This is an optimization exercise on Yosys and OpenROAD, whose aim is small area and a short achievable clock period, not a production implementation.
In this exercise RTL edits were held to simulation tests only and were not proved equivalent to the original.
Power and IR drop assume default switching activity.

==> design.v <==
package common;
    localparam int unsigned XLEN_DEFAULT       = 32;
    localparam int unsigned REGISTER_FILE_SIZE = 32;
    localparam int unsigned REG_AW             = $clog2(REGISTER_FILE_SIZE);
    typedef logic [REG_AW-1:0]       reg_idx_t;
    typedef logic [XLEN_DEFAULT-1:0] xword_t;
    typedef enum logic [1:0] {
        HZ_NONE,
        HZ_RAW,
        HZ_WAW,
        HZ_FLUSH
    } hazard_e;
endpackage
module id_scoreboard #(
    parameter  int unsigned NUM_REGS = common::REGISTER_FILE_SIZE,
    parameter  int unsigned NUM_RD   = 2,
    parameter  int unsigned CNT_W    = 16,
    localparam int unsigned AW       = $clog2(NUM_REGS)
) (
    input  logic                 clk,
    input  logic                 reset,
    input  logic [NUM_RD*AW-1:0] rd_id,
    input  logic                 wb_en,
    input  logic [AW-1:0]        wb_id,
    input  logic                 issue_valid,
    input  logic                 issue_has_rd,
    input  logic [AW-1:0]        issue_rd,
    input  logic                 flush,
    output logic                 issue_ready,
    output logic [NUM_REGS-1:0]  busy,
    output logic [CNT_W-1:0]     stall_cnt
);
    logic [NUM_REGS-1:0] busy_q, busy_d;
    logic [CNT_W-1:0]    stall_cnt_q, stall_cnt_d;
    logic [AW-1:0]       src;
    logic                raw_hit;
    logic                waw_hit;
    logic                issue_fire;
    common::hazard_e             hz_cause;
    always_comb begin
        raw_hit = 1'b0;
        src     = '0;
        for (int unsigned p = 0; p < NUM_RD; p++) begin
            src = rd_id[p*AW +: AW];
            if (busy_q[src] && !(wb_en && wb_id == src)) begin
                raw_hit = 1'b1;
            end
        end
        waw_hit = issue_has_rd && busy_q[issue_rd] && !(wb_en && wb_id == issue_rd);
        if (flush) begin
            hz_cause = common::HZ_FLUSH;
        end else if (raw_hit) begin
            hz_cause = common::HZ_RAW;
        end else if (waw_hit) begin
            hz_cause = common::HZ_WAW;
        end else begin
            hz_cause = common::HZ_NONE;
        end
    end
    assign issue_ready = (hz_cause == common::HZ_NONE);
    assign issue_fire  = issue_valid && issue_ready;
    always_comb begin
        busy_d = busy_q;
        if (wb_en) begin
            busy_d[wb_id] = 1'b0;
        end
        if (issue_fire && issue_has_rd && issue_rd != '0) begin
            busy_d[issue_rd] = 1'b1;
        end
        if (flush) begin
            busy_d = '0;
        end
        busy_d[0] = 1'b0;
    end
    always_comb begin
        stall_cnt_d = stall_cnt_q;
        if (issue_valid && !issue_ready && stall_cnt_q != '1) begin
            stall_cnt_d = stall_cnt_q + 1'b1;
        end
    end
    always_ff @(posedge clk or posedge reset) begin
        if (reset) begin
            busy_q      <= '0;
            stall_cnt_q <= '0;
        end else begin
            busy_q      <= busy_d;
            stall_cnt_q <= stall_cnt_d;
        end
    end
    assign busy      = busy_q;
    assign stall_cnt = stall_cnt_q;
endmodule
module id_regfile_sb #(
    parameter  int unsigned XLEN     = common::XLEN_DEFAULT,
    parameter  int unsigned NUM_REGS = common::REGISTER_FILE_SIZE,
    parameter  int unsigned NUM_RD   = 2,
    parameter  int unsigned CNT_W    = 16,
    localparam int unsigned AW       = $clog2(NUM_REGS)
) (
    input  logic                     clk,
    input  logic                     reset,
    input  logic [NUM_RD*AW-1:0]     rd_id,
    output logic [NUM_RD*XLEN-1:0]   rd_data,
    input  logic                     wb_en,
    input  logic [AW-1:0]            wb_id,
    input  logic [XLEN-1:0]          wb_data,
    input  logic                     issue_valid,
    input  logic                     issue_has_rd,
    input  logic [AW-1:0]            issue_rd,
    output logic                     issue_ready,
    input  logic                     flush,
    output logic [NUM_REGS-1:0]      busy,
    output logic [CNT_W-1:0]         stall_cnt,
    output logic [NUM_REGS*XLEN-1:0] debug_reg
);
    logic [XLEN-1:0] regs_q [NUM_REGS];
    logic [XLEN-1:0] regs_d [NUM_REGS];
    logic [AW-1:0]   rd_src;
    always_comb begin
        for (int unsigned i = 0; i < NUM_REGS; i++) begin
            regs_d[i] = regs_q[i];
        end
        if (wb_en && wb_id != '0) begin
            regs_d[wb_id] = wb_data;
        end
        regs_d[0] = '0;
    end
    always_ff @(posedge clk or posedge reset) begin
        if (reset) begin
            for (int unsigned i = 0; i < NUM_REGS; i++) begin
                regs_q[i] <= '0;
            end
        end else begin
            for (int unsigned i = 0; i < NUM_REGS; i++) begin
                regs_q[i] <= regs_d[i];
            end
        end
    end
    always_comb begin
        rd_data = '0;
        rd_src  = '0;
        for (int unsigned p = 0; p < NUM_RD; p++) begin
            rd_src = rd_id[p*AW +: AW];
            if (wb_en && wb_id == rd_src && rd_src != '0) begin
                rd_data[p*XLEN +: XLEN] = wb_data;
            end else begin
                rd_data[p*XLEN +: XLEN] = regs_q[rd_src];
            end
        end
    end
    always_comb begin
        debug_reg = '0;
        for (int unsigned i = 0; i < NUM_REGS; i++) begin
            debug_reg[i*XLEN +: XLEN] = regs_q[i];
        end
    end
    id_scoreboard #(
        .NUM_REGS (NUM_REGS),
        .NUM_RD   (NUM_RD),
        .CNT_W    (CNT_W)
    ) u_scoreboard (
        .clk          (clk),
        .reset        (reset),
        .rd_id        (rd_id),
        .wb_en        (wb_en),
        .wb_id        (wb_id),
        .issue_valid  (issue_valid),
        .issue_has_rd (issue_has_rd),
        .issue_rd     (issue_rd),
        .flush        (flush),
        .issue_ready  (issue_ready),
        .busy         (busy),
        .stall_cnt    (stall_cnt)
    );
endmodule
==> run.sh <==
#!/bin/bash
# synth_recipe.tcl (not shown) runs the flow's synth.tcl, then flattens the netlist and writes it again
# the make line also repeats each setting of config.mk as NAME=value (left out here)
make -C /OpenROAD-flow-scripts/flow DESIGN_CONFIG=/design/flow/config.mk WORK_HOME=/design/flow/orfs CLKGATE_MAP_FILE= SYNTH_SCRIPT=/design/flow/synth_recipe.tcl finish
==> config.mk <==
export PLATFORM = sky130hd
export DESIGN_NAME = id_regfile_sb
export DESIGN_NICKNAME = id_regfile_sb
export VERILOG_FILES = /design/flow/design.v
export SDC_FILE = /design/flow/constraint.sdc
export NUM_CORES = 4
export LEC_CHECK = 0
export CAP_MARGIN = 20
export CORE_MARGIN = 2
export CORE_UTILIZATION = 30
export SLEW_MARGIN = 20
==> constraint.sdc <==
create_clock -name core_clock -period 10.0 [get_ports {clk}]
set_input_delay 2.0000 -clock core_clock [delete_from_list [all_inputs] [get_ports {clk}]]
set_output_delay 2.0000 -clock core_clock [all_outputs]
set_load 0.01 [all_outputs]
==> results_dict.tcl <==
set metrics [dict create \
    fmax_mhz 115.0 \
    power_frac_seq 0.421 \
    cts.path.max_buffers 3 \
    place_ws_ns 1.676 \
    async_reset_ff_frac 1.000 \
    r2r-start "u_scoreboard.busy_q[12]" \
    cpMaxStageDelayCell "clkdlybuf4s50_1" \
    dpl_cell_area_um2 68210 \
    ant_nets 0 \
    clkPwrFrac 0.263 \
    slew_viol_final 0 \
    rsz0062_at_grt "no" \
    cts.clk_slew.worst_paths_ns 0.06 \
    p_per_area_nw_per_um2 251.3 \
    clkLatencyLatePin_ns 0.77 \
    grt_max_degree 168 \
    route.met3.wl_um 51230 \
    dieArea_um2 180200 \
    end_kind "output pin" \
    hold_path.class "flop to flop" \
    p_int_uw 11060 \
    rows 154 \
    synth_area_um2 53050 \
    pwr-share-comb 0.316 \
    h-tree-depth 3 \
    maxUsedRoutingLayer "met5" \
    cts_tree "yes" \
    p_sw_frac 0.3934 \
    synth_cell_types 59 \
    post-cts-setup-buffers 0 \
    dr_wl_met2_um 171300 \
    wl_per_cell_um 50.38 \
    max_slew_margin 0.1473 \
    cts_buffers 118 \
    crit_top_cell "clkdlybuf4s50_1" \
    cap_violations 0 \
    peakVddDrop_uv 157.7 \
    worst_slew_pin_slew_ns 1.276 \
    setup_viol_count_final 0 \
    hold_viol_final 0 \
    start_kind "input pin" \
    drt_iter0_markers 10940 \
    cts_resized 0 \
    cp-startpoint "rd_id[9]" \
    hold_start "u_scoreboard.stall_cnt_q[15]" \
    n_fill_cell 16815 \
    cp_max_fo 15 \
    grt_pass1_vias 52441 \
    status "timing/DRC/antenna clean" \
    cts-root-buf "clkbuf_16" \
    synthFlopType "dfrtp_1" \
    synth-edff-count 0 \
    initial_utilization 0.3015 \
    power.switching_uw 7173 \
    dieHeight_um 424.5 \
    met1Wirelength_um 142800 \
    p_leak_uw 0.02871 \
    grt_pass1_wl_um 523200 \
    hpwl_um 279100 \
    io_buffers 1161 \
    ios 1195 \
    layout_common_cells "clkdlybuf4s50_1 (1160), dfrtp_1 (1039), mux2_2 (985)" \
    path_class "input pin to output pin" \
    fin_crit_ns 8.692 \
    ys.warnings.count 4 \
    postSynthRegisterBits 1039 \
    synthCells 4528 \
    overflow 0 \
    vias 55722 \
    track_usage 0.4321 \
    finClkSkew_ns 0.01173 \
    antenna_found_initial 26 \
    routabilityCongestion 1.016 \
    viasPerCell 6.930 \
    die_w_um 424.5 \
    wirelength_um 405100 \
    drive_above_1_share 0.2742 \
    ys_seq_area_frac 0.4901 \
    layout_setup_ws_ns 1.308 \
    cp_top_family "simple AND/OR/NAND/NOR gates" \
    area_growth_syn_to_layout_pct 36.76 \
    dr.pass1.iters 13 \
    drc_errors 0 \
    fin_crit_sh 0.8692 \
    layout_commonest_cell "clkdlybuf4s50_1" \
    crit_buf_inv 2 \
    coreArea_um2 175900 \
    layout.nets 5655 \
    cp_cell_sequence "clkdlybuf4s50_1 -> nand2_1 -> nor2_4 -> a22oi_1 -> nand3_1 -> nor4_1 -> o21ai_0 -> clkdlybuf4s50_1" \
    required_ns 8.00 \
    hold_buffers 0 \
    cts_sinks 1039 \
    arrival_ns 6.69 \
    avgSynthCellArea_um2 11.72 \
    final_area_um2 72550 \
    slowest_delay_ns 1.05 \
]
-- power by group through the flow --
stage               Combinational (uW)  Clock, uW  Sequential (uW)
finish                            5760       4800             7670
global route                      5910       4990             7550
CTS                               5680       4820             7460
floorplan                         1680          0             6750
detailed placement                5660          0             7520
global placement                  5610          0             7550
-- area by class of cell --
cell class              instances  area, um2  share of cell area
repair buffers               1404      13750              0.1895
flip-flops and latches       1039      26000              0.3584
diodes                         16      40.04           0.0005519
multi-input cells            3006      25520              0.3518
inverters                      16      63.81           0.0008796
clock inverters                57      823.3             0.01135
clock buffers                 163       3423             0.04719
well taps                    2340       2928             0.04036
-- synth_stat cells, drive strengths merged (2+ instances only) --
master	n	area, um2
a21o	8	60.06
nand2	197	739.5
dfrtp	1039	26000
nor3b	9	67.56
a22o	118	1033
nor3	54	270.3
buf	149	835.8
ha	12	150.1
a211oi	4	30.03
nor4	56	350.3
nor2	63	236.5
mux4	22	495.5
o31a	4	35.03
xnor2	20	175.2
and3	22	137.6
mux2i	13	130.1
clkbuf	350	1315
a31oi	7	58.81
xor2	19	166.4
a222oi	64	640.6
nand2b	9	56.30
mux2	995	11200
a21boi	4	41.29
or3	3	23.77
a21oi	29	145.1
and2	32	200.2
a311o	3	30.03
nand3b	8	60.06
nand3	180	900.9
o21ai	117	596.8
inv	16	60.06
a221oi	102	893.4
nor2b	42	262.8
a2111oi	2	17.52
nand4	49	306.5
a22oi	695	5218
-- worst paths after layout --
path                                                 to  slack [ns]  cells after the start
min reg2reg                u_scoreboard.stall_cnt_q[15]        0.51                      1
max reg2reg                     u_scoreboard.busy_q[21]        6.61                      8
min                        u_scoreboard.stall_cnt_q[15]        0.51                      1
max                                         rd_data[35]        1.31                      8
max in group asynchronous                regs_q[27][17]        6.09                      4
min in group asynchronous   u_scoreboard.stall_cnt_q[3]        1.74                      2
-- flip-flops by register name, indices dropped and copies added, names as in the netlist --
register,cells
regs_q,992
u_scoreboard.busy_q,31
u_scoreboard.stall_cnt_q,16
-- logic make-up (layout without fill, tap and decap cells) --
kind of cell             after synthesis  count (layout)  synth area share
adder cells (fa/ha/maj)               12              12          0.002830
other                                  1              49        0.00007069
AND/OR/NAND/NOR                      728             728           0.06880
XOR/XNOR                              39              39          0.006439
AO/OA/AOI/OAI                       1164            1164            0.1670
multiplexers                        1030            1030            0.2230
buffers and inverters                515            1640           0.04168
flip-flops                          1039            1039            0.4901
-- per-stage QoR --
| step | instances | util | power, uW | TNS [ns] | hold WS, ns |
|---|---|---|---|---|---|
| 6_report | 8041 | 0.4124 | 18230 | 0 | 0.5127 |
| 5_1_grt | 8026 | 0.4122 | 18450 | 0 | 0.5374 |
| 4_1_cts | 8023 | 0.4119 | 17970 | 0 | 0.5168 |
| 3_5_place_dp | 7803 | 0.3877 | 13170 | 0 | 0.5085 |
| 3_3_place_gp | 7800 | 0.3873 | 13150 | 0 | 0.4999 |
| 2_1_floorplan | 4560 | - | 8429 | -6570.37 | 0.5159 |
-- metal layers --
metal / track usage / vias up
met1: 0.5068 / 28423
met2: 0.6363 / 5744
met4: 0.3313 / 14
li1: - / 19575
met5: 0.003704 / -
met3: 0.1645 / 1966

==> what the ideal ports hide <==
In the flow no input, the clock included, has a driving cell. The finished layout below was timed again as built, in two steps.
Step 1, drivers: a clkbuf_16 drives clk and a buf_2 each remaining input, both assumed.
Step 2 moves the port delays by t, midway between the first and last clock arrival at a register: inputs arrive t later, outputs are due t later. That takes back most of the time a late clock gives input paths.
Slacks: no drivers / after step 1 / after step 2; pairs: no drivers / after step 1.
t (ns): 0.840
slack for setup (ns): 1.308 / 1.217 / 1.217
latest minus earliest clock arrival (ns): 0.057 / 0.058
worst data-port slew with drivers (ns): 0.31
After both steps this run still meets setup and hold. The setup slack of this run moves by -0.091 ns with the drivers and by -0.091 ns with both steps.
